Source: an optimization exercise on an open RTL-to-GDS flow (aim: small area and few clock cycles per item). Production flows keep margins and buffers that such runs may drop.
Function was checked by simulation only, so behaviour that the tests miss may differ from the original.

==> flow/design.v, too long to show whole: its modules and the start of the top module <==
// module bfa_cell: 10 lines
// module bpp_cell: 11 lines
// module bha_cell: 9 lines
// module cs_add33: 63 lines
// module bk_add33: 127 lines
// module bk_add64: 251 lines
// module cmult_conj_comb: 5284 lines
// module ibfu_pipe: 91 lines
module ibfu_pipe
#(
  parameter int W     = bfu_pkg::W_DEF,
  parameter int FRAC  = bfu_pkg::FRAC_DEF,
  parameter int SCALE = 1
) (
  input  logic         clk,
  input  logic         rst,
  input  logic         in_valid,
  output logic         in_ready,
  input  logic [W-1:0] a_r_in,
  input  logic [W-1:0] a_i_in,
  input  logic [W-1:0] b_r_in,
  input  logic [W-1:0] b_i_in,
  input  logic [W-1:0] tw_r,
  input  logic [W-1:0] tw_i,
  output logic         out_valid,
  input  logic         out_ready,
  output logic [W-1:0] a_r_out,
  output logic [W-1:0] a_i_out,
  output logic [W-1:0] b_r_out,
  output logic [W-1:0] b_i_out,
  output logic         ovf
);
  // ...
==> flow/run.sh <==
#!/bin/bash
# synth_recipe.tcl (not shown) runs the flow's synth.tcl, then flattens the netlist and writes it again
# the make line also repeats each setting of config.mk as NAME=value (left out here)
make -C /OpenROAD-flow-scripts/flow DESIGN_CONFIG=/design/flow/config.mk WORK_HOME=/design/flow/orfs CLKGATE_MAP_FILE= SYNTH_SCRIPT=/design/flow/synth_recipe.tcl finish
==> flow/config.mk <==
export PLATFORM = sky130hd
export DESIGN_NAME = ibfu_pipe
export DESIGN_NICKNAME = ibfu_pipe
export VERILOG_FILES = /design/flow/design.v
export SDC_FILE = /design/flow/constraint.sdc
export NUM_CORES = 4
export LEC_CHECK = 0
export ABC_AREA = 1
export CAP_MARGIN = 5
export CORE_MARGIN = 2
export CORE_UTILIZATION = 65
export CTS_BUF_LIST = sky130_fd_sc_hd__clkbuf_8
export PLACE_DENSITY = 0.75
export SLEW_MARGIN = 5
export SYNTH_HIERARCHICAL = 1
==> flow/constraint.sdc <==
create_clock -name core_clock -period 10.0 [get_ports {clk}]
set_input_delay 2.0000 -clock core_clock [delete_from_list [all_inputs] [get_ports {clk}]]
set_output_delay 2.0000 -clock core_clock [all_outputs]
set_load 0.01 [all_outputs]
==> impl_metrics.yaml, run 1 <==
worst_hold_path:
  hold_path_startpoint: "a1_i_q[8]$_DFFE_PP_"
timing:
  setup_viol: 0
  hold_viol_final: 0
  fin_ws_ns: 0.595
setup_path:
  crit_type: "reg -> reg"
  r2r_cells: 35
  start_kind: "flop"
clocking:
  cts_tree: "built"
  cts_max_path_buffers: 3
final_layout:
  multi_input_area_um2: 72800
  dominant_cells: "multi-input combinational cells"
  synthToLayoutAreaGrowth_pct: 6.83
  seq_cell_count: 390
synth:
  yosys_warnings: 8
grt:
  met3_usage: 0.152
  grt_pass1_vias: 74200
  grt_start_max_net_pins: 68
route:
  drt-met1-wl_um: 114000
  post-route-drc-count: 0
  highest-signal-layer: "met5"
placement:
  io_buffers: 326
  place_ws_ns: 0.0959
status:
  outcome: "no timing/DRC/antenna violations"
Testbench counts, summed over its fixed seeds: cycles 12,016, items 12,000.
==> inputs of run 2 (changes only) <==
==> flow/flow/run.sh (new file) <==
#!/bin/bash
# The standard layout flow, with the port buffers made from the smallest
# buffer cell (sky130_fd_sc_hd__buf_1) instead of the one buffer_ports picks.
set -e
export BUFFER_PORTS_ARGS="-buffer_cell sky130_fd_sc_hd__buf_1"
cp standard.sh standard_sh.log
bash standard.sh > standard_flow.log 2>&1
==> flow/standard.sh (new file) <==
#!/bin/bash
# synth_recipe.tcl (not shown) runs the flow's synth.tcl, then flattens the netlist and writes it again
# the make line also repeats each setting of config.mk as NAME=value (left out here)
make -C /OpenROAD-flow-scripts/flow DESIGN_CONFIG=/design/flow/config.mk WORK_HOME=/design/flow/orfs CLKGATE_MAP_FILE= SYNTH_SCRIPT=/design/flow/synth_recipe.tcl "${@:-finish}"
removed: flow/run.sh
==> run 2 against run 1 <==
Net effect:
- critical path depth up 2
- highest routed layer unchanged
- still clean
- hold slack better by 0.034 ns
- first-iteration DRC count unchanged
- non-clock buffer count down 27
- synthesized cell count unchanged
- wire length down 3.9%
==> impl_metrics.yaml, run 2 <==
status:
  outcome: "no timing/DRC/antenna violations"
final_layout:
  drive_above_1_share: 0.0737
  seqCellArea_um2: 11700
  final_cell_mix: "fa_1, o22ai_1, xor2_1"
  reg.largest.list: "dw_q x33, sd_q x33, sw_q x33"
  layoutNonFillerInstCount: 10200
  layout_commonest_cell: "fa_1"
  n_fill_cell: 10500
  synthToLayoutAreaGrowth_pct: 4.36
  multi_input_area_um2: 72800
  nets: 10800
setup_path:
  max_stage_delay_ns: 0.77
  path_max_fanout: 16
  cpMostUsedCell: "nand2_1"
  cp_data_arrival_time_ns: 10.34
  start_kind: "flop"
  cp-end-kind: "flop"
  required_ns: 10.67
  critPathSlowestCell: "edfxtp_1"
  crit_type: "reg -> reg"
placement:
  hpwlAfterDp_um: 261000
  placed_cells: 10000
  place.gp.congestion: 1.10
  place_ws_ns: 0.341
  io_buffers: 326
floorplanning:
  die_h_um: 376
  core_um2: 137000
  row_count: 136
  die_w_um: 376
  dieArea_um2: 142000
  ioPinCount: 327
  initial_core_util: 0.655
timing:
  fin_crit_ns: 9.67
  skew_ns: 0.109
  hold_viol_final: 0
  fin_ws_ns: 0.328
  relSlewSlack: 0.147
  fmax_ghz: 0.103
  tightestPinTransition_ns: 1.28
  setup_viol: 0
  period_share: 0.967
  setup_tns_ns: 0
  rsz0062_at_grt: "no"
  slew_viol_final: 0
flow_run:
  maxCapViolCount: 0
synth:
  syn-cell-area_um2: 90000
  avgSynthCellArea_um2: 10.9
  synthCells: 8268
  yosys_warnings: 8
route:
  post-route-drc-count: 0
  wl_um: 316000
  ant_nets: 0
  dr.pass1.iters: 9
  drtIter0Drc: 9292
  vias_per_cell: 6.89
  vias: 70100
  routedWlPerCell_um: 31.1
clocking:
  clkTransAtPathRegs_ns: 0.06
  clk_latency_ns: 0.84
  cts-root-buf: "clkbuf_8"
  cts_tree: "built"
  clock-sinks: 390
  cts_max_level: 3
  numCtsBuffers: 80
  cts_max_path_buffers: 3
grt:
  grt_overflow: 0
  grt_pass1_wl_um: 466000
  antenna_found_initial: 17
  grt_pass1_vias: 73200
  grt_usage: 0.453
  grt_start_max_net_pins: 73
worst_hold_path:
  worstHoldPathType: "reg -> reg"
## run 2: final cells by class
class | instances | area share
antenna | 7 | 0.000186
inverter | 516 | 0.0209
sequential | 390 | 0.124
clock inverter | 55 | 0.00506
timing repair buffer | 644 | 0.0384
multi-input combinational | 6677 | 0.774
tap | 1794 | 0.0239
clock buffer | 87 | 0.0127
## run 2: worst max-delay path, delay by kind of cell, from the launching register on
kind                       cells  cell delay, ns
adders and majority gates      9            4.25
AOI/OAI and AO/OA              5            0.72
buffers and inverters          4            0.53
xor gates and xnor gates       1            0.15
DFF                            1            0.77
and+or+nand+nor               18            3.08
## run 2: metal layers
metal | vias up | part of all wire | global-route usage
met3 | 1281 | 0.13 | 0.148
li1 | 28300 | - | -
met4 | 6 | 0.11 | 0.369
met5 | - | 0.00015 | 0
met2 | 5530 | 0.41 | 0.642
met1 | 35000 | 0.35 | 0.567
## run 2: worst paths after layout
| kind | depth (start not counted) | end | slack, ns | start |
|---|---|---|---|---|
| setup / recovery | 37 | ovf_q$_SDFFE_PP0P_ | 0.33 | w_r_q[18]$_DFFE_PP_ |
| hold / removal | 0 | a2_r_q[9]$_DFFE_PP_ | 0.41 | a1_r_q[9]$_DFFE_PP_ |
| setup reg to reg | 37 | ovf_q$_SDFFE_PP0P_ | 0.33 | w_r_q[18]$_DFFE_PP_ |
| hold reg to reg | 0 | a2_r_q[9]$_DFFE_PP_ | 0.41 | a1_r_q[9]$_DFFE_PP_ |
## run 2: metrics by stage
stage	area, um2	hold slack, ns	util
2_1_floorplan	90100	0.400	-
3_3_place_gp	92300	0.400	0.671
6_report	94000	0.412	0.683
4_1_cts	93900	0.412	0.683
3_5_place_dp	92300	0.405	0.671
5_1_grt	93900	0.410	0.683
## run 2: what timing repair did
| item | CTS | global route |
|---|---|---|
| buffers inserted | 0 | 0 |
| hold buffers | 0 | 0 |
| endpoints found under the setup margin | 0 | 1 |
| gates resized for setup | 0 | 1 |

==> re-timing with driven ports <==
How much do the figures lean on ideal ports? The routed layouts below were timed once more, with nothing changed but the port constraints.
Step 1 assumes that a clkbuf_16 drives the clock port and a buf_2 every other input.
Step 2 also shifts input and output timing later by t, the mid clock arrival at the registers, as if the neighbouring blocks saw the same clock.
Three values: ideal, step 1, step 2; two values: the first two.
run | t, ns | setup slack, ns | worst slew at a driven data input, ns
run 1 | 0.877 | 0.595 / 0.595 / 0.131 | 0.13
run 2 | 0.871 | 0.328 / 0.328 / 0.285 | 0.13
After both steps setup and hold are still met in every run listed. For run 1, which loses most, drivers alone change the setup slack by 0.000 ns; drivers and shift together by -0.464 ns.
